What follows belongs to an exercise in optimizing a design on an open flow for small area, a short achievable clock period and few clock cycles per item; a production flow would make more cautious choices. RTL that was checked went through simulation tests only; none was proved equivalent to the original. Function not checked in runs 2 and 3: the RTL went through the layout flow alone.

==> flow/design.v, too long to show whole: its modules and the start of the top module <==
// module afu_index: 11 lines
// module afu_rom: 1215 lines
// module afu_der_tree: 487 lines
// module activation_function_unit: 162 lines
module activation_function_unit (
	input  wire logic                 clk,
	input  wire logic                 arst_n,
	input  wire logic                 item_valid,
	output logic                      item_stall,
	input  wire logic signed [XW-1:0] x_in,
	input  wire logic                 last_in,
	output logic                      result_valid,
	input  wire logic                 result_stall,
	output logic signed [XW-1:0]      y_out,
	output logic                      last_out,
	input  wire logic                 cfg_valid,
	output logic                      cfg_ready,
	input  wire logic [2:0]           cfg_data
);
  // ...
==> flow/flow/run.sh <==
#!/bin/bash
# The standard layout, with repair_timing aiming 8.4 ns below the clock
# period (the setup margin), so that it sizes and buffers the critical
# paths; the design is still laid out and signed off at the design's period
# and constraints.
set -euo pipefail
bash standard.sh SETUP_SLACK_MARGIN=8.4 finish > standard.log 2>&1
==> flow/standard.sh <==
#!/bin/bash
# synth_recipe.tcl (not shown) runs the flow's synth.tcl, then flattens the netlist and writes it again
# the make line also repeats each setting of config.mk as NAME=value (left out here)
make -C /OpenROAD-flow-scripts/flow DESIGN_CONFIG=/design/flow/config.mk WORK_HOME=/design/flow/orfs CLKGATE_MAP_FILE= SYNTH_SCRIPT=/design/flow/synth_recipe.tcl "${@:-finish}"
==> flow/config.mk <==
export PLATFORM = sky130hd
export DESIGN_NAME = activation_function_unit
export DESIGN_NICKNAME = activation_function_unit
export VERILOG_FILES = /design/flow/design.v
export SDC_FILE = /design/flow/constraint.sdc
export NUM_CORES = 4
export LEC_CHECK = 0
export ABC_AREA = 1
export CAP_MARGIN = 20
export CORE_MARGIN = 2
export CORE_UTILIZATION = 60
export SLEW_MARGIN = 20
export SYNTH_MEMORY_MAX_BITS = 20000
==> flow/constraint.sdc <==
create_clock -name core_clock -period 12.0 [get_ports {clk}]
set_input_delay 2.4000 -clock core_clock [delete_from_list [all_inputs] [get_ports {clk}]]
set_output_delay 2.4000 -clock core_clock [all_outputs]
set_load 0.01 [all_outputs]
==> impl_metrics.csv, run 1 <==
group,metric,value,unit
logic_synthesis,synth_edf_count,72,
clock_network,cts_post_setup_buffers_inserted,59,
sta,tightest_slew,890,ps
status,outcome,"complete, no violations",
worst_setup_path,path_cells,"buf_6, nand2_1, inv_1, fa_1, fa_1, inv_1, fa_1, inv_1, ha_1, ha_1, inv_1, ha_4, nand4_1, a2111o_1, o2111ai_2, a22oi_1, nand2_1",
finish,fin_cells,1859,
logic_synthesis,synth_compound_area_share,9.52,%
clock_network,insertion_delay,360,ps
routing,routed_wl,40.1,mm
logic_synthesis,syn_area,0.0115,mm2
routing,drtPass1Iterations,7,
grt,grtUsageMet3,13.4,%
sta,period_share,33.6,%
finish,seq_area,0.00270,mm2
sta,fin_setup_tns,0,ps
finish,multi_input_area_share,58.1,%
logic_synthesis,synth_common_cells,"nand2_1, inv_1, nand3_1",
sta,whs,451,ps
logic_synthesis,synth_cells,1531,
logic_synthesis,synthArstFlopShare,8.25,%
worst_setup_path,worstReg2RegStart,"w1[6]",
finish,multi_input_area,0.00781,mm2
logic_synthesis,synth_seq_cells,97,
sta,final_max_slew_viol_count,0,
clock_network,cts_tree,"done",
sta,fin_skew,7.58,ps
grt,grt_pass1_vias,10800,
finish,layout_commonest_cell,"nand2_1",
finish,fill_cells,1449,
worst_setup_path,cp_num_cells,17,
worst_setup_path,ff2ff_path_depth,17,
clock_network,htree_levels,3,
routing,drt_iter0_markers,1640,
Testbench counts, summed over its fixed seeds: cycles 24,024, items 24,000.
==> module activation_function_unit, before the edit <==
module activation_function_unit (
	input  wire logic                 clk,
	input  wire logic                 arst_n,
	input  wire logic                 item_valid,
	output logic                      item_stall,
	input  wire logic signed [XW-1:0] x_in,
	input  wire logic                 last_in,
	output logic                      result_valid,
	input  wire logic                 result_stall,
	output logic signed [XW-1:0]      y_out,
	output logic                      last_out,
	input  wire logic                 cfg_valid,
	output logic                      cfg_ready,
	input  wire logic [2:0]           cfg_data
);
	logic [2:0]           mode_q;
	logic                 adv, take, acc;
	logic                 v1;
	logic                 s1, x14_1;
	logic [13:0]          w1;
	logic signed [XW-1:0] x1;
	logic                 l1;
	logic [3:0]           op1;
	logic                 v2;
	logic [XW-1:0]        a2, b2;
	logic                 c2;
	logic                 l2;
	logic [XW-1:0]        y2;
	logic                 ov;
	logic signed [XW-1:0] y_q;
	logic                 l_q;
	logic                 sv, sv_o;
	logic [3:0]           op0;
	logic [XW-1:0]        s_y;
	logic                 s_l;
	logic                 neg;
	logic [8:0]           k1;
	logic [12:0]          tab;
	logic [12:0]          tanh_m;
	logic [27:0]          ta, tb;
	logic [12:0]          low;
	logic [XW-1:0]        a1, b1;
	logic                 c1;
	assign adv = !sv;
	assign take = ov && !result_stall;
	assign acc = item_valid && adv;
	assign item_stall = sv_o;
	assign cfg_ready = 1'b1;
	assign result_valid = ov;
	assign y_out = y_q;
	assign last_out = l_q;
	assign neg = s1;
	assign x1 = {s1, x14_1, w1 ^ {14{s1}}};
	afu_index u_index (
		.use_tanh(op1[1]),
		.s       (s1),
		.x14     (x14_1),
		.w       (w1),
		.k       (k1)
	);
	afu_rom u_rom (
		.k(k1),
		.d(tab)
	);
	afu_der_tree u_der (
		.w  (w1),
		.x14(x14_1),
		.s  (s1),
		.sd(op1[3]),
		.a (ta),
		.b (tb)
	);
	assign low = {1'b0, ta[11:0]} + {1'b0, tb[11:0]};
	always_comb begin
		op0 = OP_SIG;
		case (mode_q)
			MODE_SIG:      op0 = OP_SIG;
			MODE_SIG_DER:  op0 = (x_in >= 16'sd13813 || x_in <= -16'sd9717) ? OP_C8000 : OP_SIG_DER;
			MODE_TANH:     op0 = (x_in[15:14] == 2'b01 && x_in[13:0] != 14'd0) ? OP_C1000 :
			                     (x_in[15:14] == 2'b10) ? OP_CF000 : OP_TANH;
			MODE_TANH_DER: op0 = (x_in >= 16'sd12289 || x_in <= -16'sd12289) ? OP_C8000 : OP_TANH_DER;
			MODE_IDENT:    op0 = OP_IDENT;
			MODE_ONE:      op0 = OP_C1000;
			default:       op0 = OP_C0000;
		endcase
	end
	always_comb begin
		tanh_m = {1'b0, tab[12:1]};
		a1 = '0;
		b1 = '0;
		c1 = 1'b0;
		case (op1)
			OP_SIG: begin
				a1 = {4'b0, !neg, tab[12:2] ^ {11{neg}}};
				c1 = tab[0] ^ neg;
			end
			OP_TANH: begin
				a1 = {{3{neg}}, tanh_m ^ {13{neg}}};
				c1 = neg;
			end
			OP_SIG_DER, OP_TANH_DER: begin
				a1 = ta[27:12];
				b1 = tb[27:12];
				c1 = low[12];
			end
			OP_IDENT: a1 = x1;
			OP_C1000: a1 = 16'h1000;
			OP_C8000: a1 = 16'h8000;
			OP_CF000: a1 = 16'hF000;
			default:  a1 = '0;
		endcase
	end
	assign y2 = a2 + b2 + 16'(c2);
	always_ff @(posedge clk or negedge arst_n) begin
		if (!arst_n) begin
			mode_q <= 3'(MODE_SIG);
			v1 <= 1'b0;
			v2 <= 1'b0;
			ov <= 1'b0;
			sv <= 1'b0;
			sv_o <= 1'b0;
		end else begin
			if (cfg_valid)
				mode_q <= cfg_data;
			if (adv) begin
				v1 <= acc;
				v2 <= v1;
			end
			if (sv) begin
				if (take) begin
					ov <= 1'b1;
					sv <= 1'b0;
					sv_o <= 1'b0;
				end
			end else if (!ov || take) begin
				ov <= v2;
			end else begin
				sv <= v2;
				sv_o <= v2;
			end
		end
	end
	always_ff @(posedge clk) begin
		if (adv) begin
			s1 <= x_in[15];
			x14_1 <= x_in[14];
			w1 <= x_in[13:0] ^ {14{x_in[15]}};
			l1 <= last_in;
			op1 <= op0;
			a2 <= a1;
			b2 <= b1;
			c2 <= c1;
			l2 <= l1;
			s_y <= y2;
			s_l <= l2;
		end
		if (!ov || take) begin
			y_q <= sv ? s_y : y2;
			l_q <= sv ? s_l : l2;
		end
	end
endmodule
==> inputs of run 2 (changes only) <==
--- a/flow/design.v
+++ b/flow/design.v
@@ -4,25 +4,16 @@
 	typedef enum logic [2:0] {
 		MODE_SIG      = 3'd0,
 		MODE_SIG_DER  = 3'd1,
 		MODE_TANH     = 3'd2,
 		MODE_TANH_DER = 3'd3,
 		MODE_IDENT    = 3'd4,
 		MODE_ONE      = 3'd5
 	} afu_mode_t;
-	localparam logic [3:0] OP_SIG      = 4'b0000;
-	localparam logic [3:0] OP_TANH_DER = 4'b0001;
-	localparam logic [3:0] OP_TANH     = 4'b0010;
-	localparam logic [3:0] OP_IDENT    = 4'b0011;
-	localparam logic [3:0] OP_C1000    = 4'b0100;
-	localparam logic [3:0] OP_C0000    = 4'b0101;
-	localparam logic [3:0] OP_C8000    = 4'b0110;
-	localparam logic [3:0] OP_CF000    = 4'b0111;
-	localparam logic [3:0] OP_SIG_DER  = 4'b1000;
 endpackage
 `default_nettype wire
 `default_nettype none
 import afu_pkg::*;
 module afu_index (
 	input  wire logic        use_tanh,
 	input  wire logic        s,
 	input  wire logic        x14,
@@ -1490,255 +1481,255 @@
 	logic t231;
 	logic t232;
 	logic t233;
 	logic t234;
 	logic t235;
 	logic t236;
 	logic t237;
 	logic t238;
-	assign t1 = ~(~w[0] ^ ~s);
-	assign t2 = ~w[0] | ~s;
-	assign t3 = ~(1'b0 ^ t2);
-	assign t4 = 1'b0 | t2;
-	assign t5 = 1'b0 ^ ~w[1] ^ ~(w[0] & w[1]);
-	assign t6 = (1'b0 & ~w[1]) | (1'b0 & ~(w[0] & w[1])) | (~w[1] & ~(w[0] & w[1]));
-	assign t7 = ~(~(s & w[1]) ^ t4);
-	assign t8 = ~(s & w[1]) | t4;
-	assign t9 = 1'b0 ^ ~(w[0] & w[2]) ^ ~(s & w[2]);
-	assign t10 = (1'b0 & ~(w[0] & w[2])) | (1'b0 & ~(s & w[2])) | (~(w[0] & w[2]) & ~(s & w[2]));
-	assign t11 = ~(t8 ^ t6);
-	assign t12 = t8 | t6;
-	assign t13 = 1'b0 ^ ~w[2] ^ ~(w[0] & w[3]);
-	assign t14 = (1'b0 & ~w[2]) | (1'b0 & ~(w[0] & w[3])) | (~w[2] & ~(w[0] & w[3]));
-	assign t15 = ~(w[1] & w[2]) ^ ~(s & w[3]) ^ t10;
-	assign t16 = (~(w[1] & w[2]) & ~(s & w[3])) | (~(w[1] & w[2]) & t10) | (~(s & w[3]) & t10);
-	assign t17 = ~(t13 ^ t12);
-	assign t18 = t13 | t12;
-	assign t19 = 1'b0 ^ ~(w[0] & w[4]) ^ ~(w[1] & w[3]);
-	assign t20 = (1'b0 & ~(w[0] & w[4])) | (1'b0 & ~(w[1] & w[3])) | (~(w[0] & w[4]) & ~(w[1] & w[3]));
-	assign t21 = ~(s & w[4]) ^ t14 ^ t19;
-	assign t22 = (~(s & w[4]) & t14) | (~(s & w[4]) & t19) | (t14 & t19);
-	assign t23 = ~(t16 ^ t18);
-	assign t24 = t16 | t18;
-	assign t25 = 1'b0 ^ ~w[3] ^ ~(w[0] & w[5]);
-	assign t26 = (1'b0 & ~w[3]) | (1'b0 & ~(w[0] & w[5])) | (~w[3] & ~(w[0] & w[5]));
-	assign t27 = ~(w[1] & w[4]) ^ ~(w[2] & w[3]) ^ ~(s & w[5]);
-	assign t28 = (~(w[1] & w[4]) & ~(w[2] & w[3])) | (~(w[1] & w[4]) & ~(s & w[5])) | (~(w[2] & w[3]) & ~(s & w[5]));
+	assign t1 = w[0] ^ s;
+	assign t2 = w[0] & s;
+	assign t3 = 1'b1 ^ t2;
+	assign t4 = 1'b1 & t2;
+	assign t5 = 1'b1 ^ w[1] ^ (w[0] & w[1]);
+	assign t6 = (1'b1 & w[1]) | (1'b1 & (w[0] & w[1])) | (w[1] & (w[0] & w[1]));
+	assign t7 = (s & w[1]) ^ t4;
+	assign t8 = (s & w[1]) & t4;
+	assign t9 = 1'b1 ^ (w[0] & w[2]) ^ (s & w[2]);
+	assign t10 = (1'b1 & (w[0] & w[2])) | (1'b1 & (s & w[2])) | ((w[0] & w[2]) & (s & w[2]));
+	assign t11 = t8 ^ t6;
+	assign t12 = t8 & t6;
+	assign t13 = 1'b1 ^ w[2] ^ (w[0] & w[3]);
+	assign t14 = (1'b1 & w[2]) | (1'b1 & (w[0] & w[3])) | (w[2] & (w[0] & w[3]));
+	assign t15 = (w[1] & w[2]) ^ (s & w[3]) ^ t10;
+	assign t16 = ((w[1] & w[2]) & (s & w[3])) | ((w[1] & w[2]) & t10) | ((s & w[3]) & t10);
+	assign t17 = t13 ^ t12;
+	assign t18 = t13 & t12;
+	assign t19 = 1'b1 ^ (w[0] & w[4]) ^ (w[1] & w[3]);
+	assign t20 = (1'b1 & (w[0] & w[4])) | (1'b1 & (w[1] & w[3])) | ((w[0] & w[4]) & (w[1] & w[3]));
+	assign t21 = (s & w[4]) ^ t14 ^ t19;
+	assign t22 = ((s & w[4]) & t14) | ((s & w[4]) & t19) | (t14 & t19);
+	assign t23 = t16 ^ t18;
+	assign t24 = t16 & t18;
+	assign t25 = 1'b1 ^ w[3] ^ (w[0] & w[5]);
+	assign t26 = (1'b1 & w[3]) | (1'b1 & (w[0] & w[5])) | (w[3] & (w[0] & w[5]));
+	assign t27 = (w[1] & w[4]) ^ (w[2] & w[3]) ^ (s & w[5]);
+	assign t28 = ((w[1] & w[4]) & (w[2] & w[3])) | ((w[1] & w[4]) & (s & w[5])) | ((w[2] & w[3]) & (s & w[5]));
 	assign t29 = t20 ^ t25 ^ t27;
 	assign t30 = (t20 & t25) | (t20 & t27) | (t25 & t27);
-	assign t31 = ~(t22 ^ t29);
-	assign t32 = t22 | t29;
-	assign t33 = 1'b0 ^ ~(w[0] & w[6]) ^ ~(w[1] & w[5]);
-	assign t34 = (1'b0 & ~(w[0] & w[6])) | (1'b0 & ~(w[1] & w[5])) | (~(w[0] & w[6]) & ~(w[1] & w[5]));
-	assign t35 = ~(w[2] & w[4]) ^ ~(s & w[6]) ^ t26;
-	assign t36 = (~(w[2] & w[4]) & ~(s & w[6])) | (~(w[2] & w[4]) & t26) | (~(s & w[6]) & t26);
+	assign t31 = t22 ^ t29;
+	assign t32 = t22 & t29;
+	assign t33 = 1'b1 ^ (w[0] & w[6]) ^ (w[1] & w[5]);
+	assign t34 = (1'b1 & (w[0] & w[6])) | (1'b1 & (w[1] & w[5])) | ((w[0] & w[6]) & (w[1] & w[5]));
+	assign t35 = (w[2] & w[4]) ^ (s & w[6]) ^ t26;
+	assign t36 = ((w[2] & w[4]) & (s & w[6])) | ((w[2] & w[4]) & t26) | ((s & w[6]) & t26);
 	assign t37 = t28 ^ t33 ^ t30;
 	assign t38 = (t28 & t33) | (t28 & t30) | (t33 & t30);
-	assign t39 = ~(t35 ^ t32);
-	assign t40 = t35 | t32;
-	assign t41 = 1'b0 ^ ~w[4] ^ ~(w[0] & w[7]);
-	assign t42 = (1'b0 & ~w[4]) | (1'b0 & ~(w[0] & w[7])) | (~w[4] & ~(w[0] & w[7]));
-	assign t43 = ~(w[1] & w[6]) ^ ~(w[2] & w[5]) ^ ~(w[3] & w[4]);
-	assign t44 = (~(w[1] & w[6]) & ~(w[2] & w[5])) | (~(w[1] & w[6]) & ~(w[3] & w[4])) | (~(w[2] & w[5]) & ~(w[3] & w[4]));
-	assign t45 = ~(s & w[7]) ^ t34 ^ t41;
-	assign t46 = (~(s & w[7]) & t34) | (~(s & w[7]) & t41) | (t34 & t41);
+	assign t39 = t35 ^ t32;
+	assign t40 = t35 & t32;
+	assign t41 = 1'b1 ^ w[4] ^ (w[0] & w[7]);
+	assign t42 = (1'b1 & w[4]) | (1'b1 & (w[0] & w[7])) | (w[4] & (w[0] & w[7]));
+	assign t43 = (w[1] & w[6]) ^ (w[2] & w[5]) ^ (w[3] & w[4]);
+	assign t44 = ((w[1] & w[6]) & (w[2] & w[5])) | ((w[1] & w[6]) & (w[3] & w[4])) | ((w[2] & w[5]) & (w[3] & w[4]));
+	assign t45 = (s & w[7]) ^ t34 ^ t41;
+	assign t46 = ((s & w[7]) & t34) | ((s & w[7]) & t41) | (t34 & t41);
 	assign t47 = t43 ^ t36 ^ t45;
 	assign t48 = (t43 & t36) | (t43 & t45) | (t36 & t45);
-	assign t49 = ~(t38 ^ t40);
-	assign t50 = t38 | t40;
-	assign t51 = 1'b0 ^ ~(w[0] & w[8]) ^ ~(w[1] & w[7]);
-	assign t52 = (1'b0 & ~(w[0] & w[8])) | (1'b0 & ~(w[1] & w[7])) | (~(w[0] & w[8]) & ~(w[1] & w[7]));
-	assign t53 = ~(w[2] & w[6]) ^ ~(w[3] & w[5]) ^ ~(s & w[8]);
-	assign t54 = (~(w[2] & w[6]) & ~(w[3] & w[5])) | (~(w[2] & w[6]) & ~(s & w[8])) | (~(w[3] & w[5]) & ~(s & w[8]));
+	assign t49 = t38 ^ t40;
+	assign t50 = t38 & t40;
+	assign t51 = 1'b1 ^ (w[0] & w[8]) ^ (w[1] & w[7]);
+	assign t52 = (1'b1 & (w[0] & w[8])) | (1'b1 & (w[1] & w[7])) | ((w[0] & w[8]) & (w[1] & w[7]));
+	assign t53 = (w[2] & w[6]) ^ (w[3] & w[5]) ^ (s & w[8]);
+	assign t54 = ((w[2] & w[6]) & (w[3] & w[5])) | ((w[2] & w[6]) & (s & w[8])) | ((w[3] & w[5]) & (s & w[8]));
 	assign t55 = t42 ^ t44 ^ t51;
 	assign t56 = (t42 & t44) | (t42 & t51) | (t44 & t51);
 	assign t57 = t53 ^ t46 ^ t55;
 	assign t58 = (t53 & t46) | (t53 & t55) | (t46 & t55);
-	assign t59 = ~(t48 ^ t57);
-	assign t60 = t48 | t57;
-	assign t61 = 1'b0 ^ ~w[5] ^ ~(w[0] & w[9]);
-	assign t62 = (1'b0 & ~w[5]) | (1'b0 & ~(w[0] & w[9])) | (~w[5] & ~(w[0] & w[9]));
-	assign t63 = ~(w[1] & w[8]) ^ ~(w[2] & w[7]) ^ ~(w[3] & w[6]);
-	assign t64 = (~(w[1] & w[8]) & ~(w[2] & w[7])) | (~(w[1] & w[8]) & ~(w[3] & w[6])) | (~(w[2] & w[7]) & ~(w[3] & w[6]));
-	assign t65 = ~(w[4] & w[5]) ^ ~(s & w[9]) ^ t52;
-	assign t66 = (~(w[4] & w[5]) & ~(s & w[9])) | (~(w[4] & w[5]) & t52) | (~(s & w[9]) & t52);
+	assign t59 = t48 ^ t57;
+	assign t60 = t48 & t57;
+	assign t61 = 1'b1 ^ w[5] ^ (w[0] & w[9]);
+	assign t62 = (1'b1 & w[5]) | (1'b1 & (w[0] & w[9])) | (w[5] & (w[0] & w[9]));
+	assign t63 = (w[1] & w[8]) ^ (w[2] & w[7]) ^ (w[3] & w[6]);
+	assign t64 = ((w[1] & w[8]) & (w[2] & w[7])) | ((w[1] & w[8]) & (w[3] & w[6])) | ((w[2] & w[7]) & (w[3] & w[6]));
+	assign t65 = (w[4] & w[5]) ^ (s & w[9]) ^ t52;
+	assign t66 = ((w[4] & w[5]) & (s & w[9])) | ((w[4] & w[5]) & t52) | ((s & w[9]) & t52);
 	assign t67 = t54 ^ t61 ^ t63;
 	assign t68 = (t54 & t61) | (t54 & t63) | (t61 & t63);
 	assign t69 = t56 ^ t65 ^ t67;
 	assign t70 = (t56 & t65) | (t56 & t67) | (t65 & t67);
-	assign t71 = ~(t58 ^ t69);
-	assign t72 = t58 | t69;
-	assign t73 = 1'b0 ^ ~(w[0] & w[10]) ^ ~(w[1] & w[9]);
-	assign t74 = (1'b0 & ~(w[0] & w[10])) | (1'b0 & ~(w[1] & w[9])) | (~(w[0] & w[10]) & ~(w[1] & w[9]));
-	assign t75 = ~(w[2] & w[8]) ^ ~(w[3] & w[7]) ^ ~(w[4] & w[6]);
-	assign t76 = (~(w[2] & w[8]) & ~(w[3] & w[7])) | (~(w[2] & w[8]) & ~(w[4] & w[6])) | (~(w[3] & w[7]) & ~(w[4] & w[6]));
-	assign t77 = ~(s & w[10]) ^ t62 ^ t64;
-	assign t78 = (~(s & w[10]) & t62) | (~(s & w[10]) & t64) | (t62 & t64);
+	assign t71 = t58 ^ t69;
+	assign t72 = t58 & t69;
+	assign t73 = 1'b1 ^ (w[0] & w[10]) ^ (w[1] & w[9]);
+	assign t74 = (1'b1 & (w[0] & w[10])) | (1'b1 & (w[1] & w[9])) | ((w[0] & w[10]) & (w[1] & w[9]));
+	assign t75 = (w[2] & w[8]) ^ (w[3] & w[7]) ^ (w[4] & w[6]);
+	assign t76 = ((w[2] & w[8]) & (w[3] & w[7])) | ((w[2] & w[8]) & (w[4] & w[6])) | ((w[3] & w[7]) & (w[4] & w[6]));
+	assign t77 = (s & w[10]) ^ t62 ^ t64;
+	assign t78 = ((s & w[10]) & t62) | ((s & w[10]) & t64) | (t62 & t64);
 	assign t79 = t73 ^ t75 ^ t66;
 	assign t80 = (t73 & t75) | (t73 & t66) | (t75 & t66);
 	assign t81 = t68 ^ t77 ^ t79;
 	assign t82 = (t68 & t77) | (t68 & t79) | (t77 & t79);
-	assign t83 = ~(t70 ^ t72);
-	assign t84 = t70 | t72;
-	assign t85 = ~w[6] ^ ~(w[0] & w[11]) ^ ~(w[1] & w[10]);
-	assign t86 = (~w[6] & ~(w[0] & w[11])) | (~w[6] & ~(w[1] & w[10])) | (~(w[0] & w[11]) & ~(w[1] & w[10]));
-	assign t87 = ~(w[2] & w[9]) ^ ~(w[3] & w[8]) ^ ~(w[4] & w[7]);
-	assign t88 = (~(w[2] & w[9]) & ~(w[3] & w[8])) | (~(w[2] & w[9]) & ~(w[4] & w[7])) | (~(w[3] & w[8]) & ~(w[4] & w[7]));
-	assign t89 = ~(w[5] & w[6]) ^ ~(s & w[11]) ^ ~(sd & ~(w[0] ^ s));
-	assign t90 = (~(w[5] & w[6]) & ~(s & w[11])) | (~(w[5] & w[6]) & ~(sd & ~(w[0] ^ s))) | (~(s & w[11]) & ~(sd & ~(w[0] ^ s)));
+	assign t83 = t70 ^ t72;
+	assign t84 = t70 & t72;
+	assign t85 = w[6] ^ (w[0] & w[11]) ^ (w[1] & w[10]);
+	assign t86 = (w[6] & (w[0] & w[11])) | (w[6] & (w[1] & w[10])) | ((w[0] & w[11]) & (w[1] & w[10]));
+	assign t87 = (w[2] & w[9]) ^ (w[3] & w[8]) ^ (w[4] & w[7]);
+	assign t88 = ((w[2] & w[9]) & (w[3] & w[8])) | ((w[2] & w[9]) & (w[4] & w[7])) | ((w[3] & w[8]) & (w[4] & w[7]));
+	assign t89 = (w[5] & w[6]) ^ (s & w[11]) ^ (sd & ~(w[0] ^ s));
+	assign t90 = ((w[5] & w[6]) & (s & w[11])) | ((w[5] & w[6]) & (sd & ~(w[0] ^ s))) | ((s & w[11]) & (sd & ~(w[0] ^ s)));
 	assign t91 = t74 ^ t76 ^ t85;
 	assign t92 = (t74 & t76) | (t74 & t85) | (t76 & t85);
 	assign t93 = t87 ^ t89 ^ t78;
 	assign t94 = (t87 & t89) | (t87 & t78) | (t89 & t78);
 	assign t95 = t91 ^ t80 ^ t93;
 	assign t96 = (t91 & t80) | (t91 & t93) | (t80 & t93);
-	assign t97 = ~(t82 ^ t95);
-	assign t98 = t82 | t95;
-	assign t99 = ~~sd ^ ~(w[0] & w[12]) ^ ~(w[1] & w[11]);
-	assign t100 = (~~sd & ~(w[0] & w[12])) | (~~sd & ~(w[1] & w[11])) | (~(w[0] & w[12]) & ~(w[1] & w[11]));
-	assign t101 = ~(w[2] & w[10]) ^ ~(w[3] & w[9]) ^ ~(w[4] & w[8]);
-	assign t102 = (~(w[2] & w[10]) & ~(w[3] & w[9])) | (~(w[2] & w[10]) & ~(w[4] & w[8])) | (~(w[3] & w[9]) & ~(w[4] & w[8]));
-	assign t103 = ~(w[5] & w[7]) ^ ~(s & w[12]) ^ ~(sd & ~(w[1] ^ s));
-	assign t104 = (~(w[5] & w[7]) & ~(s & w[12])) | (~(w[5] & w[7]) & ~(sd & ~(w[1] ^ s))) | (~(s & w[12]) & ~(sd & ~(w[1] ^ s)));
+	assign t97 = t82 ^ t95;
+	assign t98 = t82 & t95;
+	assign t99 = ~sd ^ (w[0] & w[12]) ^ (w[1] & w[11]);
+	assign t100 = (~sd & (w[0] & w[12])) | (~sd & (w[1] & w[11])) | ((w[0] & w[12]) & (w[1] & w[11]));
+	assign t101 = (w[2] & w[10]) ^ (w[3] & w[9]) ^ (w[4] & w[8]);
+	assign t102 = ((w[2] & w[10]) & (w[3] & w[9])) | ((w[2] & w[10]) & (w[4] & w[8])) | ((w[3] & w[9]) & (w[4] & w[8]));
+	assign t103 = (w[5] & w[7]) ^ (s & w[12]) ^ (sd & ~(w[1] ^ s));
+	assign t104 = ((w[5] & w[7]) & (s & w[12])) | ((w[5] & w[7]) & (sd & ~(w[1] ^ s))) | ((s & w[12]) & (sd & ~(w[1] ^ s)));
 	assign t105 = t86 ^ t88 ^ t99;
 	assign t106 = (t86 & t88) | (t86 & t99) | (t88 & t99);
 	assign t107 = t101 ^ t90 ^ t103;
 	assign t108 = (t101 & t90) | (t101 & t103) | (t90 & t103);
 	assign t109 = t92 ^ t105 ^ t107;
 	assign t110 = (t92 & t105) | (t92 & t107) | (t105 & t107);
 	assign t111 = t94 ^ t109 ^ t96;
 	assign t112 = (t94 & t109) | (t94 & t96) | (t109 & t96);
-	assign t113 = ~w[7] ^ ~~sd ^ ~(w[0] & w[13]);
-	assign t114 = (~w[7] & ~~sd) | (~w[7] & ~(w[0] & w[13])) | (~~sd & ~(w[0] & w[13]));
-	assign t115 = ~(w[1] & w[12]) ^ ~(w[2] & w[11]) ^ ~(w[3] & w[10]);
-	assign t116 = (~(w[1] & w[12]) & ~(w[2] & w[11])) | (~(w[1] & w[12]) & ~(w[3] & w[10])) | (~(w[2] & w[11]) & ~(w[3] & w[10]));
-	assign t117 = ~(w[4] & w[9]) ^ ~(w[5] & w[8]) ^ ~(w[6] & w[7]);
-	assign t118 = (~(w[4] & w[9]) & ~(w[5] & w[8])) | (~(w[4] & w[9]) & ~(w[6] & w[7])) | (~(w[5] & w[8]) & ~(w[6] & w[7]));
-	assign t119 = ~(s & w[13]) ^ ~(sd & ~(w[2] ^ s)) ^ t100;
-	assign t120 = (~(s & w[13]) & ~(sd & ~(w[2] ^ s))) | (~(s & w[13]) & t100) | (~(sd & ~(w[2] ^ s)) & t100);
+	assign t113 = w[7] ^ ~sd ^ (w[0] & w[13]);
+	assign t114 = (w[7] & ~sd) | (w[7] & (w[0] & w[13])) | (~sd & (w[0] & w[13]));
+	assign t115 = (w[1] & w[12]) ^ (w[2] & w[11]) ^ (w[3] & w[10]);
+	assign t116 = ((w[1] & w[12]) & (w[2] & w[11])) | ((w[1] & w[12]) & (w[3] & w[10])) | ((w[2] & w[11]) & (w[3] & w[10]));
+	assign t117 = (w[4] & w[9]) ^ (w[5] & w[8]) ^ (w[6] & w[7]);
+	assign t118 = ((w[4] & w[9]) & (w[5] & w[8])) | ((w[4] & w[9]) & (w[6] & w[7])) | ((w[5] & w[8]) & (w[6] & w[7]));
+	assign t119 = (s & w[13]) ^ (sd & ~(w[2] ^ s)) ^ t100;
+	assign t120 = ((s & w[13]) & (sd & ~(w[2] ^ s))) | ((s & w[13]) & t100) | ((sd & ~(w[2] ^ s)) & t100);
 	assign t121 = t102 ^ t113 ^ t115;
 	assign t122 = (t102 & t113) | (t102 & t115) | (t113 & t115);
 	assign t123 = t117 ^ t104 ^ t106;
 	assign t124 = (t117 & t104) | (t117 & t106) | (t104 & t106);
 	assign t125 = t119 ^ t121 ^ t108;
 	assign t126 = (t119 & t121) | (t119 & t108) | (t121 & t108);
 	assign t127 = t123 ^ t110 ^ t125;
 	assign t128 = (t123 & t110) | (t123 & t125) | (t110 & t125);
-	assign t129 = ~~sd ^ ~(w[1] & w[13]) ^ ~(w[2] & w[12]);
-	assign t130 = (~~sd & ~(w[1] & w[13])) | (~~sd & ~(w[2] & w[12])) | (~(w[1] & w[13]) & ~(w[2] & w[12]));
-	assign t131 = ~(w[3] & w[11]) ^ ~(w[4] & w[10]) ^ ~(w[5] & w[9]);
-	assign t132 = (~(w[3] & w[11]) & ~(w[4] & w[10])) | (~(w[3] & w[11]) & ~(w[5] & w[9])) | (~(w[4] & w[10]) & ~(w[5] & w[9]));
-	assign t133 = ~(w[6] & w[8]) ^ ~(sd & ~(w[3] ^ s)) ^ t114;
-	assign t134 = (~(w[6] & w[8]) & ~(sd & ~(w[3] ^ s))) | (~(w[6] & w[8]) & t114) | (~(sd & ~(w[3] ^ s)) & t114);
+	assign t129 = ~sd ^ (w[1] & w[13]) ^ (w[2] & w[12]);
+	assign t130 = (~sd & (w[1] & w[13])) | (~sd & (w[2] & w[12])) | ((w[1] & w[13]) & (w[2] & w[12]));
+	assign t131 = (w[3] & w[11]) ^ (w[4] & w[10]) ^ (w[5] & w[9]);
+	assign t132 = ((w[3] & w[11]) & (w[4] & w[10])) | ((w[3] & w[11]) & (w[5] & w[9])) | ((w[4] & w[10]) & (w[5] & w[9]));
+	assign t133 = (w[6] & w[8]) ^ (sd & ~(w[3] ^ s)) ^ t114;
+	assign t134 = ((w[6] & w[8]) & (sd & ~(w[3] ^ s))) | ((w[6] & w[8]) & t114) | ((sd & ~(w[3] ^ s)) & t114);
 	assign t135 = t116 ^ t118 ^ t129;
 	assign t136 = (t116 & t118) | (t116 & t129) | (t118 & t129);
 	assign t137 = t131 ^ t120 ^ t122;
 	assign t138 = (t131 & t120) | (t131 & t122) | (t120 & t122);
 	assign t139 = t133 ^ t135 ^ t124;
 	assign t140 = (t133 & t135) | (t133 & t124) | (t135 & t124);
 	assign t141 = t137 ^ t126 ^ t139;
 	assign t142 = (t137 & t126) | (t137 & t139) | (t126 & t139);
-	assign t143 = ~w[8] ^ ~~sd ^ ~(w[2] & w[13]);
-	assign t144 = (~w[8] & ~~sd) | (~w[8] & ~(w[2] & w[13])) | (~~sd & ~(w[2] & w[13]));
-	assign t145 = ~(w[3] & w[12]) ^ ~(w[4] & w[11]) ^ ~(w[5] & w[10]);
-	assign t146 = (~(w[3] & w[12]) & ~(w[4] & w[11])) | (~(w[3] & w[12]) & ~(w[5] & w[10])) | (~(w[4] & w[11]) & ~(w[5] & w[10]));
-	assign t147 = ~(w[6] & w[9]) ^ ~(w[7] & w[8]) ^ ~(sd & ~(w[4] ^ s));
-	assign t148 = (~(w[6] & w[9]) & ~(w[7] & w[8])) | (~(w[6] & w[9]) & ~(sd & ~(w[4] ^ s))) | (~(w[7] & w[8]) & ~(sd & ~(w[4] ^ s)));
+	assign t143 = w[8] ^ ~sd ^ (w[2] & w[13]);
+	assign t144 = (w[8] & ~sd) | (w[8] & (w[2] & w[13])) | (~sd & (w[2] & w[13]));
+	assign t145 = (w[3] & w[12]) ^ (w[4] & w[11]) ^ (w[5] & w[10]);
+	assign t146 = ((w[3] & w[12]) & (w[4] & w[11])) | ((w[3] & w[12]) & (w[5] & w[10])) | ((w[4] & w[11]) & (w[5] & w[10]));
+	assign t147 = (w[6] & w[9]) ^ (w[7] & w[8]) ^ (sd & ~(w[4] ^ s));
+	assign t148 = ((w[6] & w[9]) & (w[7] & w[8])) | ((w[6] & w[9]) & (sd & ~(w[4] ^ s))) | ((w[7] & w[8]) & (sd & ~(w[4] ^ s)));
 	assign t149 = t130 ^ t132 ^ t143;
 	assign t150 = (t130 & t132) | (t130 & t143) | (t132 & t143);
 	assign t151 = t145 ^ t147 ^ t134;
 	assign t152 = (t145 & t147) | (t145 & t134) | (t147 & t134);
 	assign t153 = t136 ^ t149 ^ t138;
 	assign t154 = (t136 & t149) | (t136 & t138) | (t149 & t138);
 	assign t155 = t151 ^ t140 ^ t153;
 	assign t156 = (t151 & t140) | (t151 & t153) | (t140 & t153);
-	assign t157 = ~~sd ^ ~(w[3] & w[13]) ^ ~(w[4] & w[12]);
-	assign t158 = (~~sd & ~(w[3] & w[13])) | (~~sd & ~(w[4] & w[12])) | (~(w[3] & w[13]) & ~(w[4] & w[12]));
-	assign t159 = ~(w[5] & w[11]) ^ ~(w[6] & w[10]) ^ ~(w[7] & w[9]);
-	assign t160 = (~(w[5] & w[11]) & ~(w[6] & w[10])) | (~(w[5] & w[11]) & ~(w[7] & w[9])) | (~(w[6] & w[10]) & ~(w[7] & w[9]));
-	assign t161 = ~(sd & ~(w[5] ^ s)) ^ t144 ^ t146;
-	assign t162 = (~(sd & ~(w[5] ^ s)) & t144) | (~(sd & ~(w[5] ^ s)) & t146) | (t144 & t146);
+	assign t157 = ~sd ^ (w[3] & w[13]) ^ (w[4] & w[12]);
+	assign t158 = (~sd & (w[3] & w[13])) | (~sd & (w[4] & w[12])) | ((w[3] & w[13]) & (w[4] & w[12]));
+	assign t159 = (w[5] & w[11]) ^ (w[6] & w[10]) ^ (w[7] & w[9]);
+	assign t160 = ((w[5] & w[11]) & (w[6] & w[10])) | ((w[5] & w[11]) & (w[7] & w[9])) | ((w[6] & w[10]) & (w[7] & w[9]));
+	assign t161 = (sd & ~(w[5] ^ s)) ^ t144 ^ t146;
+	assign t162 = ((sd & ~(w[5] ^ s)) & t144) | ((sd & ~(w[5] ^ s)) & t146) | (t144 & t146);
 	assign t163 = t157 ^ t159 ^ t148;
 	assign t164 = (t157 & t159) | (t157 & t148) | (t159 & t148);
 	assign t165 = t150 ^ t161 ^ t163;
 	assign t166 = (t150 & t161) | (t150 & t163) | (t161 & t163);
 	assign t167 = t152 ^ t165 ^ t154;
 	assign t168 = (t152 & t165) | (t152 & t154) | (t165 & t154);
-	assign t169 = ~w[9] ^ ~~sd ^ ~(w[4] & w[13]);
-	assign t170 = (~w[9] & ~~sd) | (~w[9] & ~(w[4] & w[13])) | (~~sd & ~(w[4] & w[13]));
-	assign t171 = ~(w[5] & w[12]) ^ ~(w[6] & w[11]) ^ ~(w[7] & w[10]);
-	assign t172 = (~(w[5] & w[12]) & ~(w[6] & w[11])) | (~(w[5] & w[12]) & ~(w[7] & w[10])) | (~(w[6] & w[11]) & ~(w[7] & w[10]));
-	assign t173 = ~(w[8] & w[9]) ^ ~(sd & ~(w[6] ^ s)) ^ t158;
-	assign t174 = (~(w[8] & w[9]) & ~(sd & ~(w[6] ^ s))) | (~(w[8] & w[9]) & t158) | (~(sd & ~(w[6] ^ s)) & t158);
+	assign t169 = w[9] ^ ~sd ^ (w[4] & w[13]);
+	assign t170 = (w[9] & ~sd) | (w[9] & (w[4] & w[13])) | (~sd & (w[4] & w[13]));
+	assign t171 = (w[5] & w[12]) ^ (w[6] & w[11]) ^ (w[7] & w[10]);
+	assign t172 = ((w[5] & w[12]) & (w[6] & w[11])) | ((w[5] & w[12]) & (w[7] & w[10])) | ((w[6] & w[11]) & (w[7] & w[10]));
+	assign t173 = (w[8] & w[9]) ^ (sd & ~(w[6] ^ s)) ^ t158;
+	assign t174 = ((w[8] & w[9]) & (sd & ~(w[6] ^ s))) | ((w[8] & w[9]) & t158) | ((sd & ~(w[6] ^ s)) & t158);
 	assign t175 = t160 ^ t169 ^ t171;
 	assign t176 = (t160 & t169) | (t160 & t171) | (t169 & t171);
 	assign t177 = t162 ^ t173 ^ t175;
 	assign t178 = (t162 & t173) | (t162 & t175) | (t173 & t175);
 	assign t179 = t164 ^ t177 ^ t166;
 	assign t180 = (t164 & t177) | (t164 & t166) | (t177 & t166);
-	assign t181 = ~~sd ^ ~(w[5] & w[13]) ^ ~(w[6] & w[12]);
-	assign t182 = (~~sd & ~(w[5] & w[13])) | (~~sd & ~(w[6] & w[12])) | (~(w[5] & w[13]) & ~(w[6] & w[12]));
-	assign t183 = ~(w[7] & w[11]) ^ ~(w[8] & w[10]) ^ ~(sd & ~(w[7] ^ s));
-	assign t184 = (~(w[7] & w[11]) & ~(w[8] & w[10])) | (~(w[7] & w[11]) & ~(sd & ~(w[7] ^ s))) | (~(w[8] & w[10]) & ~(sd & ~(w[7] ^ s)));
+	assign t181 = ~sd ^ (w[5] & w[13]) ^ (w[6] & w[12]);
+	assign t182 = (~sd & (w[5] & w[13])) | (~sd & (w[6] & w[12])) | ((w[5] & w[13]) & (w[6] & w[12]));
+	assign t183 = (w[7] & w[11]) ^ (w[8] & w[10]) ^ (sd & ~(w[7] ^ s));
+	assign t184 = ((w[7] & w[11]) & (w[8] & w[10])) | ((w[7] & w[11]) & (sd & ~(w[7] ^ s))) | ((w[8] & w[10]) & (sd & ~(w[7] ^ s)));
 	assign t185 = t170 ^ t172 ^ t181;
 	assign t186 = (t170 & t172) | (t170 & t181) | (t172 & t181);
 	assign t187 = t183 ^ t174 ^ t176;
 	assign t188 = (t183 & t174) | (t183 & t176) | (t174 & t176);
 	assign t189 = t185 ^ t178 ^ t187;
 	assign t190 = (t185 & t178) | (t185 & t187) | (t178 & t187);
-	assign t191 = ~w[10] ^ ~~sd ^ ~(w[6] & w[13]);
-	assign t192 = (~w[10] & ~~sd) | (~w[10] & ~(w[6] & w[13])) | (~~sd & ~(w[6] & w[13]));
-	assign t193 = ~(w[7] & w[12]) ^ ~(w[8] & w[11]) ^ ~(w[9] & w[10]);
-	assign t194 = (~(w[7] & w[12]) & ~(w[8] & w[11])) | (~(w[7] & w[12]) & ~(w[9] & w[10])) | (~(w[8] & w[11]) & ~(w[9] & w[10]));
-	assign t195 = ~(sd & ~(w[8] ^ s)) ^ t182 ^ t191;
-	assign t196 = (~(sd & ~(w[8] ^ s)) & t182) | (~(sd & ~(w[8] ^ s)) & t191) | (t182 & t191);
+	assign t191 = w[10] ^ ~sd ^ (w[6] & w[13]);
+	assign t192 = (w[10] & ~sd) | (w[10] & (w[6] & w[13])) | (~sd & (w[6] & w[13]));
+	assign t193 = (w[7] & w[12]) ^ (w[8] & w[11]) ^ (w[9] & w[10]);
+	assign t194 = ((w[7] & w[12]) & (w[8] & w[11])) | ((w[7] & w[12]) & (w[9] & w[10])) | ((w[8] & w[11]) & (w[9] & w[10]));
+	assign t195 = (sd & ~(w[8] ^ s)) ^ t182 ^ t191;
+	assign t196 = ((sd & ~(w[8] ^ s)) & t182) | ((sd & ~(w[8] ^ s)) & t191) | (t182 & t191);
 	assign t197 = t193 ^ t184 ^ t186;
 	assign t198 = (t193 & t184) | (t193 & t186) | (t184 & t186);
 	assign t199 = t195 ^ t188 ^ t197;
 	assign t200 = (t195 & t188) | (t195 & t197) | (t188 & t197);
-	assign t201 = ~~sd ^ ~(w[7] & w[13]) ^ ~(w[8] & w[12]);
-	assign t202 = (~~sd & ~(w[7] & w[13])) | (~~sd & ~(w[8] & w[12])) | (~(w[7] & w[13]) & ~(w[8] & w[12]));
-	assign t203 = ~(w[9] & w[11]) ^ ~(sd & ~(w[9] ^ s)) ^ t192;
-	assign t204 = (~(w[9] & w[11]) & ~(sd & ~(w[9] ^ s))) | (~(w[9] & w[11]) & t192) | (~(sd & ~(w[9] ^ s)) & t192);
+	assign t201 = ~sd ^ (w[7] & w[13]) ^ (w[8] & w[12]);
+	assign t202 = (~sd & (w[7] & w[13])) | (~sd & (w[8] & w[12])) | ((w[7] & w[13]) & (w[8] & w[12]));
+	assign t203 = (w[9] & w[11]) ^ (sd & ~(w[9] ^ s)) ^ t192;
+	assign t204 = ((w[9] & w[11]) & (sd & ~(w[9] ^ s))) | ((w[9] & w[11]) & t192) | ((sd & ~(w[9] ^ s)) & t192);
 	assign t205 = t194 ^ t201 ^ t196;
 	assign t206 = (t194 & t201) | (t194 & t196) | (t201 & t196);
 	assign t207 = t203 ^ t198 ^ t205;
 	assign t208 = (t203 & t198) | (t203 & t205) | (t198 & t205);
-	assign t209 = ~w[11] ^ ~~sd ^ ~(w[8] & w[13]);
-	assign t210 = (~w[11] & ~~sd) | (~w[11] & ~(w[8] & w[13])) | (~~sd & ~(w[8] & w[13]));
-	assign t211 = ~(w[9] & w[12]) ^ ~(w[10] & w[11]) ^ ~(sd & ~(w[10] ^ s));
-	assign t212 = (~(w[9] & w[12]) & ~(w[10] & w[11])) | (~(w[9] & w[12]) & ~(sd & ~(w[10] ^ s))) | (~(w[10] & w[11]) & ~(sd & ~(w[10] ^ s)));
+	assign t209 = w[11] ^ ~sd ^ (w[8] & w[13]);
+	assign t210 = (w[11] & ~sd) | (w[11] & (w[8] & w[13])) | (~sd & (w[8] & w[13]));
+	assign t211 = (w[9] & w[12]) ^ (w[10] & w[11]) ^ (sd & ~(w[10] ^ s));
+	assign t212 = ((w[9] & w[12]) & (w[10] & w[11])) | ((w[9] & w[12]) & (sd & ~(w[10] ^ s))) | ((w[10] & w[11]) & (sd & ~(w[10] ^ s)));
 	assign t213 = t202 ^ t209 ^ t211;
 	assign t214 = (t202 & t209) | (t202 & t211) | (t209 & t211);
 	assign t215 = t204 ^ t213 ^ t206;
 	assign t216 = (t204 & t213) | (t204 & t206) | (t213 & t206);
-	assign t217 = ~~sd ^ ~(w[9] & w[13]) ^ ~(w[10] & w[12]);
-	assign t218 = (~~sd & ~(w[9] & w[13])) | (~~sd & ~(w[10] & w[12])) | (~(w[9] & w[13]) & ~(w[10] & w[12]));
-	assign t219 = ~(sd & ~(w[11] ^ s)) ^ t210 ^ t217;
-	assign t220 = (~(sd & ~(w[11] ^ s)) & t210) | (~(sd & ~(w[11] ^ s)) & t217) | (t210 & t217);
+	assign t217 = ~sd ^ (w[9] & w[13]) ^ (w[10] & w[12]);
+	assign t218 = (~sd & (w[9] & w[13])) | (~sd & (w[10] & w[12])) | ((w[9] & w[13]) & (w[10] & w[12]));
+	assign t219 = (sd & ~(w[11] ^ s)) ^ t210 ^ t217;
+	assign t220 = ((sd & ~(w[11] ^ s)) & t210) | ((sd & ~(w[11] ^ s)) & t217) | (t210 & t217);
 	assign t221 = t212 ^ t219 ^ t214;
 	assign t222 = (t212 & t219) | (t212 & t214) | (t219 & t214);
-	assign t223 = ~w[12] ^ ~(w[10] & w[13]) ^ ~(w[11] & w[12]);
-	assign t224 = (~w[12] & ~(w[10] & w[13])) | (~w[12] & ~(w[11] & w[12])) | (~(w[10] & w[13]) & ~(w[11] & w[12]));
-	assign t225 = ~(sd & ~(w[12] ^ s)) ^ t218 ^ t223;
-	assign t226 = (~(sd & ~(w[12] ^ s)) & t218) | (~(sd & ~(w[12] ^ s)) & t223) | (t218 & t223);
-	assign t227 = ~(t220 ^ t225);
-	assign t228 = t220 | t225;
-	assign t229 = ~~sd ^ ~(w[11] & w[13]) ^ ~(sd & ~(w[13] ^ s));
-	assign t230 = (~~sd & ~(w[11] & w[13])) | (~~sd & ~(sd & ~(w[13] ^ s))) | (~(w[11] & w[13]) & ~(sd & ~(w[13] ^ s)));
+	assign t223 = w[12] ^ (w[10] & w[13]) ^ (w[11] & w[12]);
+	assign t224 = (w[12] & (w[10] & w[13])) | (w[12] & (w[11] & w[12])) | ((w[10] & w[13]) & (w[11] & w[12]));
+	assign t225 = (sd & ~(w[12] ^ s)) ^ t218 ^ t223;
+	assign t226 = ((sd & ~(w[12] ^ s)) & t218) | ((sd & ~(w[12] ^ s)) & t223) | (t218 & t223);
+	assign t227 = t220 ^ t225;
+	assign t228 = t220 & t225;
+	assign t229 = ~sd ^ (w[11] & w[13]) ^ (sd & ~(w[13] ^ s));
+	assign t230 = (~sd & (w[11] & w[13])) | (~sd & (sd & ~(w[13] ^ s))) | ((w[11] & w[13]) & (sd & ~(w[13] ^ s)));
 	assign t231 = t224 ^ t229 ^ t226;
 	assign t232 = (t224 & t229) | (t224 & t226) | (t229 & t226);
-	assign t233 = ~w[13] ^ ~~sd ^ ~(w[12] & w[13]);
-	assign t234 = (~w[13] & ~~sd) | (~w[13] & ~(w[12] & w[13])) | (~~sd & ~(w[12] & w[13]));
-	assign t235 = ~(sd & ~x14) ^ t233 ^ t230;
-	assign t236 = (~(sd & ~x14) & t233) | (~(sd & ~x14) & t230) | (t233 & t230);
-	assign t237 = ~~sd ^ ~(sd & ~s) ^ t234;
-	assign t238 = (~~sd & ~(sd & ~s)) | (~~sd & t234) | (~(sd & ~s) & t234);
-	assign a = {t236, t232, t228, t222, t216, t208, t200, t190, t180, t168, t156, t142, t128, t112, t98, t84, t81, t60, t50, t47, t37, t24, t21, t15, t9, t5, ~(s & w[0]), ~~sd};
+	assign t233 = w[13] ^ ~sd ^ (w[12] & w[13]);
+	assign t234 = (w[13] & ~sd) | (w[13] & (w[12] & w[13])) | (~sd & (w[12] & w[13]));
+	assign t235 = (sd & ~x14) ^ t233 ^ t230;
+	assign t236 = ((sd & ~x14) & t233) | ((sd & ~x14) & t230) | (t233 & t230);
+	assign t237 = ~sd ^ (sd & ~s) ^ t234;
+	assign t238 = (~sd & (sd & ~s)) | (~sd & t234) | ((sd & ~s) & t234);
+	assign a = {t236, t232, t228, t222, t216, t208, t200, t190, t180, t168, t156, t142, t128, t112, t98, t84, t81, t60, t50, t47, t37, t24, t21, t15, t9, t5, (s & w[0]), ~sd};
 	assign b = {t237, t235, t231, t227, t221, t215, t207, t199, t189, t179, t167, t155, t141, t127, t111, t97, t83, t71, t59, t49, t39, t31, t23, t17, t11, t7, t3, t1};
 endmodule
 `default_nettype none
 import afu_pkg::*;
 module activation_function_unit (
 	input  wire logic                 clk,
 	input  wire logic                 arst_n,
 	input  wire logic                 item_valid,
@@ -1753,106 +1744,111 @@
 	output logic                      cfg_ready,
 	input  wire logic [2:0]           cfg_data
 );
 	logic [2:0]           mode_q;
 	logic                 adv, take, acc;
 	logic                 v1;
 	logic                 s1, x14_1;
 	logic [13:0]          w1;
+	logic                 sat1, thi1, tlo1;
 	logic signed [XW-1:0] x1;
 	logic                 l1;
-	logic [3:0]           op1;
+	logic [2:0]           m1;
 	logic                 v2;
 	logic [XW-1:0]        a2, b2;
 	logic                 c2;
 	logic                 l2;
 	logic [XW-1:0]        y2;
 	logic                 ov;
 	logic signed [XW-1:0] y_q;
 	logic                 l_q;
 	logic                 sv, sv_o;
-	logic [3:0]           op0;
+	logic                 sd1;
 	logic [XW-1:0]        s_y;
 	logic                 s_l;
 	logic                 neg;
 	logic [8:0]           k1;
 	logic [12:0]          tab;
 	logic [12:0]          tanh_m;
 	logic [27:0]          ta, tb;
 	logic [12:0]          low;
+	logic                 sat0, thi0, tlo0;
 	logic [XW-1:0]        a1, b1;
 	logic                 c1;
 	assign adv = !sv;
 	assign take = ov && !result_stall;
 	assign acc = item_valid && adv;
 	assign item_stall = sv_o;
 	assign cfg_ready = 1'b1;
 	assign result_valid = ov;
 	assign y_out = y_q;
 	assign last_out = l_q;
 	assign neg = s1;
 	assign x1 = {s1, x14_1, w1 ^ {14{s1}}};
 	afu_index u_index (
-		.use_tanh(op1[1]),
+		.use_tanh(m1 == MODE_TANH),
 		.s       (s1),
 		.x14     (x14_1),
 		.w       (w1),
 		.k       (k1)
 	);
 	afu_rom u_rom (
 		.k(k1),
 		.d(tab)
 	);
 	afu_der_tree u_der (
 		.w  (w1),
 		.x14(x14_1),
 		.s  (s1),
-		.sd(op1[3]),
+		.sd(sd1),
 		.a (ta),
 		.b (tb)
 	);
-	assign low = {1'b0, ta[11:0]} + {1'b0, tb[11:0]};
+	assign low = {1'b0, ~ta[11:0]} + {1'b0, ~tb[11:0]};
 	always_comb begin
-		op0 = OP_SIG;
-		case (mode_q)
-			MODE_SIG:      op0 = OP_SIG;
-			MODE_SIG_DER:  op0 = (x_in >= 16'sd13813 || x_in <= -16'sd9717) ? OP_C8000 : OP_SIG_DER;
-			MODE_TANH:     op0 = (x_in[15:14] == 2'b01 && x_in[13:0] != 14'd0) ? OP_C1000 :
-			                     (x_in[15:14] == 2'b10) ? OP_CF000 : OP_TANH;
-			MODE_TANH_DER: op0 = (x_in >= 16'sd12289 || x_in <= -16'sd12289) ? OP_C8000 : OP_TANH_DER;
-			MODE_IDENT:    op0 = OP_IDENT;
-			MODE_ONE:      op0 = OP_C1000;
-			default:       op0 = OP_C0000;
-		endcase
+		if (mode_q == MODE_SIG_DER)
+			sat0 = (x_in >= 16'sd13813) || (x_in <= -16'sd9717);
+		else
+			sat0 = (x_in >= 16'sd12289) || (x_in <= -16'sd12289);
+		thi0 = x_in[15:14] == 2'b01 && x_in[13:0] != 14'd0;
+		tlo0 = x_in[15:14] == 2'b10;
 	end
 	always_comb begin
 		tanh_m = {1'b0, tab[12:1]};
 		a1 = '0;
 		b1 = '0;
 		c1 = 1'b0;
-		case (op1)
-			OP_SIG: begin
+		case (m1)
+			MODE_SIG: begin
 				a1 = {4'b0, !neg, tab[12:2] ^ {11{neg}}};
 				c1 = tab[0] ^ neg;
 			end
-			OP_TANH: begin
-				a1 = {{3{neg}}, tanh_m ^ {13{neg}}};
-				c1 = neg;
+			MODE_TANH: begin
+				if (thi1)
+					a1 = 16'h1000;
+				else if (tlo1)
+					a1 = 16'hF000;
+				else begin
+					a1 = {{3{neg}}, tanh_m ^ {13{neg}}};
+					c1 = neg;
+				end
 			end
-			OP_SIG_DER, OP_TANH_DER: begin
-				a1 = ta[27:12];
-				b1 = tb[27:12];
-				c1 = low[12];
+			MODE_SIG_DER, MODE_TANH_DER: begin
+				if (sat1)
+					a1 = 16'h8000;
+				else begin
+					a1 = ~ta[27:12];
+					b1 = ~tb[27:12];
+					c1 = low[12];
+				end
 			end
-			OP_IDENT: a1 = x1;
-			OP_C1000: a1 = 16'h1000;
-			OP_C8000: a1 = 16'h8000;
-			OP_CF000: a1 = 16'hF000;
-			default:  a1 = '0;
+			MODE_IDENT: a1 = x1;
+			MODE_ONE:   a1 = 16'h1000;
+			default:    a1 = '0;
 		endcase
 	end
 	assign y2 = a2 + b2 + 16'(c2);
 	always_ff @(posedge clk or negedge arst_n) begin
 		if (!arst_n) begin
 			mode_q <= 3'(MODE_SIG);
 			v1 <= 1'b0;
 			v2 <= 1'b0;
@@ -1880,18 +1876,22 @@
 			end
 		end
 	end
 	always_ff @(posedge clk) begin
 		if (adv) begin
 			s1 <= x_in[15];
 			x14_1 <= x_in[14];
 			w1 <= x_in[13:0] ^ {14{x_in[15]}};
+			sat1 <= sat0;
+			thi1 <= thi0;
+			tlo1 <= tlo0;
 			l1 <= last_in;
-			op1 <= op0;
+			m1 <= mode_q;
+			sd1 <= mode_q == MODE_SIG_DER;
 			a2 <= a1;
 			b2 <= b1;
 			c2 <= c1;
 			l2 <= l1;
 			s_y <= y2;
 			s_l <= l2;
 		end
 		if (!ov || take) begin
==> flow/run.sh (new file) <==
#!/bin/bash
# synth_recipe.tcl (not shown) runs the flow's synth.tcl, then flattens the netlist and writes it again
# the make line also repeats each setting of config.mk as NAME=value (left out here)
make -C /OpenROAD-flow-scripts/flow DESIGN_CONFIG=/design/flow/config.mk WORK_HOME=/design/flow/orfs CLKGATE_MAP_FILE= SYNTH_SCRIPT=/design/flow/synth_recipe.tcl finish
removed: flow/flow/run.sh
removed: flow/standard.sh
==> impl_metrics.csv, run 2 <==
group,metric,value,unit
logic_synthesis,synth_cells,1532,
clock_network,cts_post_setup_buffers_inserted,0,
worst_setup_path,path_max_fanout,39,
sta,period_share,42.1,%
logic_synthesis,ys_types,56,
clock_network,insertion_delay,360,ps
logic_synthesis,synth-seq-area-share,24.3,%
worst_setup_path,required,12120,ps
finish,diodes,0,
finish,fin_cells,1773,
die,die_h,142,um
grt,antenna_found_initial,0,
grt,grt_pass1_vias,11000,
place,routabilityCongestion,1.03,
die,start_util,61.2,%
clock_network,numClockSinks,100,
grt,grt_usage,40.4,%
routing,num_vias,11000,
logic_synthesis,synth_top_flop_cell,"edfxtp_1",
grt,grt_overflow,0,
logic_synthesis,ys_top_cells_by_area,"edfxtp_1, fa_1, nand2_1",
sta,fin_skew,13.5,ps
sta,fin_setup_tns,0,ps
worst_setup_path,cp_num_cells,22,
routing,drc_errors,0,
logic_synthesis,synth_fp_nets,1728,
worst_setup_path,path_buf_inv,4,
logic_synthesis,syn_area,0.0115,mm2
worst_setup_path,ff2ff_path_depth,22,
finish,fill_cells,1503,
finish,drive_above_1_share,5.91,%
worst_setup_path,worstReg2RegStart,"m1[0]",
logic_synthesis,synth_seq_cells,100,
sta,hold_viol_final,0,
min_path,hp-start,"s_y[6]",
logic_synthesis,syn_area_per_cell,7.50,um2
die,core_area,0.0188,mm2
die,die_area,0.0203,mm2
clock_network,cts-hold-fix-buffers,0,
worst_setup_path,cpMaxStageDelayCell,"nand2_2",
clock_network,ctsResizeCount,0,
logic_synthesis,synthArstFlopShare,8.00,%
worst_setup_path,startpoint,"m1[0]",
place,dp_hpwl,29.9,mm
routing,drtPass1Iterations,5,
clock_network,numCtsBuffers,9,
status,outcome,"complete, no violations",
logic_synthesis,synth.largest_area_cell,"edfxtp_1",
worst_setup_path,critPathMaxStageDelay,690,ps
clock_network,htree_levels,3,
logic_synthesis,synth.most_common_cell,"nand2_1",
sta,final_max_slew_viol_count,0,
sta,finalSetupViolCount,0,
worst_setup_path,startpoint_type,"register",
grt,grt_pass1_wl,61.8,mm
finish,final_cell_mix,"nand2_1, inv_1, nand3_1",
logic_synthesis,synth_top_cell_area_share,19.6,%
logic_synthesis,synth_edf_count,75,
sta,timing.fmax,198,MHz
min_path,hold_path_class,"reg -> reg",
place,dp_cells,1757,
clock_network,cts_tree,"done",
logic_synthesis,yosys_warnings,1,
logic_synthesis,synth_common_cells,"nand2_1, inv_1, nand3_1",
clock_network,clockBufferDepth,2,
worst_setup_path,critPathTopFamily,"simple AND/OR/NAND/NOR gates",
sta,period_minus_slack,5050,ps
die,num_rows,50,
min_path,hold_depth,2,
worst_setup_path,end_kind,"register",
worst_setup_path,path_class,"reg -> reg",
clock_network,root_buffer,"clkbuf_16",
job,max_cap_viol_count,0,
routing,wl_per_cell,22.3,um
grt,grt_max_degree,48,
finish,area_growth,6.74,%
worst_setup_path,arrival,5170,ps
worst_setup_path,path_cells,"inv_1, nand3_2, inv_1, nand2_1, o21ai_0, ha_1, ha_1, inv_1, nor2_4, nand3_1, nand2_2, nand3_1, inv_1, o21ai_0, o21ai_0, nand2_1, nand3_1, nand2_1, nand2_1, nand2_1, nand3_1, nand3_1",
place,io_buffers,43,
sta,slew-limit-headroom,32.2,%
finish,layout_commonest_cell,"nand2_1",
routing,drt_iter0_markers,1182,
finish,final_nets,1730,
routing,vias_per_cell,6.20,
routing,routed_wl,39.5,mm
routing,antenna_left,0,
sta,rsz0062_at_grt,"false",
die,chipWidth,142,um
sta,tightest_slew,1020,ps
clock_network,clkTransAtPathRegs,80,ps
die,ios,45,
==> run 2: cell types whose count changed after synthesis, sizes merged, moves of 5 or more <==
cell | previous run | this run
clkbuf | 28 | 33
nand2 | 429 | 406
a21oi | 52 | 62
o21bai | 2 | 8
nor2 | 104 | 111
nand3 | 147 | 140
nor3 | 7 | 13
a22oi | 11 | 3
or2 | 8 | 3
o21ai | 78 | 93
==> run 2: metrics by stage <==
step                setup slack [ps]  hold slack, ps  utilization, %  cell area, um2
finish                          6950             450            65.4           12300
global placement                7210             404            63.6           11900
CTS                             7090             454            65.4           12300
global route                    6570             474            65.4           12300
floorplan                       8140             400               -           11500
detailed placement              7190             432            63.6           11900
==> run 2: worst paths after layout <==
check | slack (ps) | endpoint
max | 6950 | a2[3]
min | 450 | s_y[6]
max reg2reg | 6950 | a2[3]
min reg2reg | 450 | s_y[6]
max in group asynchronous | 9400 | sv
min in group asynchronous | 2320 | mode_q[2]
==> run 2: worst register-to-register path, delay by kind of cell, from the launching register on <==
family	cells	cell delay [ps]
and+or+nand+nor	13	2580
buffers and inverters	4	900
adders and majority gates	2	470
AOI/OAI and AO/OA	3	450
DFF	1	430
==> run 2: metal layers <==
layer / GRT usage, % / up-vias / routed length (um)
li1: - / 4898 / -
met5: 0 / - / 0
met4: 27.0 / 0 / 3270
met2: 67.9 / 768 / 18900
met1: 47.8 / 5093 / 14200
met3: 6.76 / 228 / 3180
==> run 2: cells by family after synthesis <==
family	count (synthesis)	share of synthesized area, %
AND/OR/NAND/NOR	692	26.4
buffers and inverters	338	12.0
AO/OA/AOI/OAI	206	10.5
adder cells (fa/ha/maj)	171	24.7
flip-flops	100	24.3
XOR/XNOR	22	1.84
multiplexers	2	0.196
other	1	0.0326
==> run 2: cell type report <==
class / instances / area [um2] / area share, %
clock buffer: 9 / 225 / 1.84
clock inverter: 7 / 103 / 0.836
inverter: 278 / 1040 / 8.50
multi-input combinational: 1094 / 7320 / 59.7
sequential: 100 / 2790 / 22.8
tap: 234 / 293 / 2.39
timing repair buffer: 51 / 490 / 4.00
==> inputs of run 3 (changes only) <==
--- a/flow/config.mk
+++ b/flow/config.mk
@@ -8,6 +8,6 @@
 export ABC_AREA = 1
-export CAP_MARGIN = 20
+export CAP_MARGIN = 80
 export CORE_MARGIN = 2
 export CORE_UTILIZATION = 60
-export SLEW_MARGIN = 20
+export SLEW_MARGIN = 80
 export SYNTH_MEMORY_MAX_BITS = 20000
==> impl_metrics.csv, run 3 <==
group,metric,value,unit
routing,drt_iter0_markers,2226,
die,start_util,61.2,%
logic_synthesis,synth_top_flop_cell,"edfxtp_1",
finish,drive_above_1_share,12.1,%
logic_synthesis,ys_types,56,
worst_setup_path,arrival,5330,ps
logic_synthesis,synth_common_cells,"nand2_1, inv_1, nand3_1",
clock_network,cts_post_setup_buffers_inserted,0,
clock_network,ctsResizeCount,0,
clock_network,htree_levels,3,
clock_network,cts_tree,"done",
logic_synthesis,synthArstFlopShare,8.00,%
place,routabilityCongestion,1.03,
worst_setup_path,critPathMaxStageDelay,590,ps
sta,timing.fmax,192,MHz
logic_synthesis,synth.largest_area_cell,"edfxtp_1",
status,outcome,"complete, no violations",
die,die_area,0.0203,mm2
routing,vias_per_cell,6.89,
clock_network,numClockSinks,100,
die,chipWidth,142,um
sta,period_minus_slack,5200,ps
sta,slew-limit-headroom,63.9,%
worst_setup_path,startpoint_type,"register",
logic_synthesis,synth_edf_count,75,
finish,final_cell_mix,"nand2_1, inv_1, nand3_1",
logic_synthesis,synth_cells,1532,
grt,grt_pass1_vias,12300,
die,ios,45,
clock_network,cts-hold-fix-buffers,0,
sta,finalSetupViolCount,0,
logic_synthesis,syn_area,0.0115,mm2
grt,grt_usage,46.8,%
finish,final_nets,1790,
place,io_buffers,43,
routing,antenna_left,0,
routing,drtPass1Iterations,13,
logic_synthesis,ys_top_cells_by_area,"edfxtp_1, fa_1, nand2_1",
logic_synthesis,yosys_warnings,1,
logic_synthesis,syn_area_per_cell,7.50,um2
sta,period_share,43.4,%
place,dp_hpwl,33.8,mm
finish,area_growth,14.2,%
min_path,hold_path_class,"reg -> reg",
worst_setup_path,required,12130,ps
clock_network,clockBufferDepth,2,
logic_synthesis,synth_seq_cells,100,
worst_setup_path,end_kind,"register",
finish,layout_commonest_cell,"nand2_1",
clock_network,numCtsBuffers,9,
grt,grt_max_degree,39,
worst_setup_path,critPathTopFamily,"adder cells",
die,core_area,0.0188,mm2
logic_synthesis,synth.most_common_cell,"nand2_1",
sta,tightest_slew,540,ps
sta,fin_skew,22.0,ps
sta,fin_setup_tns,0,ps
logic_synthesis,synth_fp_nets,1728,
sta,hold_viol_final,0,
grt,grt_overflow,0,
logic_synthesis,synth-seq-area-share,24.3,%
worst_setup_path,cpMaxStageDelayCell,"clkdlybuf4s50_1",
grt,antenna_found_initial,2,
routing,routed_wl,50.5,mm
grt,grt_pass1_wl,70.2,mm
worst_setup_path,path_cells,"buf_2, clkdlybuf4s18_2, clkdlybuf4s15_2, nand2_1, inv_1, fa_1, inv_1, fa_1, inv_1, fa_1, ha_1, inv_1, ha_1, a21oi_1, o21ai_0, a21oi_1, o21bai_1, a22oi_1, clkdlybuf4s50_1, nand3_1",
sta,final_max_slew_viol_count,0,
run 3: cell counts after synthesis:
No cell type changed its count.
run 3: area by class of cell:
class / count / area, um2 / area share, %
clock inverters: 7 / 91.3 / 0.696
flip-flops and latches: 100 / 2800 / 21.3
inverters: 278 / 1070 / 8.15
multi-input cells: 1094 / 7630 / 58.1
repair buffers: 111 / 1020 / 7.78
clock buffers: 9 / 225 / 1.72
diodes: 1 / 2.50 / 0.0191
well taps: 234 / 293 / 2.23
run 3: through the flow:
| stage | cells | setup WS, ps | instance area (um2) | hold WS (ps) | utilization, % |
|---|---|---|---|---|---|
| after CTS | 1827 | 7430 | 13000 | 460 | 69.1 |
| after global routing | 1833 | 6710 | 13100 | 448 | 69.9 |
| after floorplan | 1532 | 8140 | 11500 | 400 | - |
| after detailed placement | 1811 | 7570 | 12600 | 411 | 67.4 |
| after global placement | 1757 | 7210 | 11900 | 404 | 63.6 |
| final | 1834 | 6800 | 13100 | 449 | 69.9 |
run 3: kinds of logic (layout without fill, tap and decap cells):
logic type / count (synthesis) / count (layout) / synth area share, %
buffers and inverters: 338 / 405 / 12.0
AND/OR/NAND/NOR: 692 / 692 / 26.4
other: 1 / 2 / 0.0326
AO/OA/AOI/OAI: 206 / 206 / 10.5
adder cells (fa/ha/maj): 171 / 171 / 24.7
multiplexers: 2 / 2 / 0.196
flip-flops: 100 / 100 / 24.3
XOR/XNOR: 22 / 22 / 1.84
run 3: worst register-to-register path, stage by stage, from the launching register on:
cell and delay [ps]:
edfxtp_1 450, buf_2 200, clkdlybuf4s18_2 300, clkdlybuf4s15_2 300
nand2_1 120, inv_1 70, fa_1 370, inv_1 80
fa_1 430, inv_1 90, fa_1 410, ha_1 310
inv_1 60, ha_1 310, a21oi_1 200, o21ai_0 120
a21oi_1 150, o21bai_1 130, a22oi_1 190, clkdlybuf4s50_1 590
nand3_1 90
run 3: final timing paths:
kind / endpoint / slack (ps) / depth (start not counted) / from
worst max-delay path: c2 / 6800 / 20 / w1[4]
worst min-delay path: l2 / 450 / 0 / l1
worst max register to register: c2 / 6800 / 20 / w1[4]
worst min register to register: l2 / 450 / 0 / l1
max in group asynchronous: sv / 9980 / 1 / arst_n
min in group asynchronous: ov / 1840 / 1 / arst_n
run 3: layer usage:
layer  part of all wire [%]  vias up  wire length, um  track usage [%]
li1                       -     5024                -                -
met1                     31     5653            15600             50.7
met2                     43     1370            21900             76.3
met3                     13      580             6410             11.8
met4                     13        2             6530             41.0
met5                   0.18        -               90                0

[separate check: timing with driven ports]
Ports are ideal in the flow. The routed layouts listed here were re-timed in OpenROAD. Step 1 sets driving cells, clkbuf_16 on the clock port and buf_2 on the other inputs (assumed; they add their load-dependent delay and slew). Step 2 adds t to the input delays and takes it off the output delays; t is the mean of the earliest and latest rising clock arrival at the registers after step 1. Input paths then give back, and output paths get back, about the clock's delay inside the block. Three values: ideal ports, drivers, drivers and shift; two values: the first two.
run	shift t [ns]	setup WS [ns]	worst setup path after step 2	worst register clock-pin slew, ns
run 1	0.402	7.969 / 7.969 / 7.969	register to register	0.07 / 0.07
run 2	0.404	6.948 / 6.948 / 6.948	register to register	0.08 / 0.08
run 3	0.413	6.797 / 6.797 / 6.797	register to register	0.09 / 0.09
After both steps setup and hold are still met in every run listed.
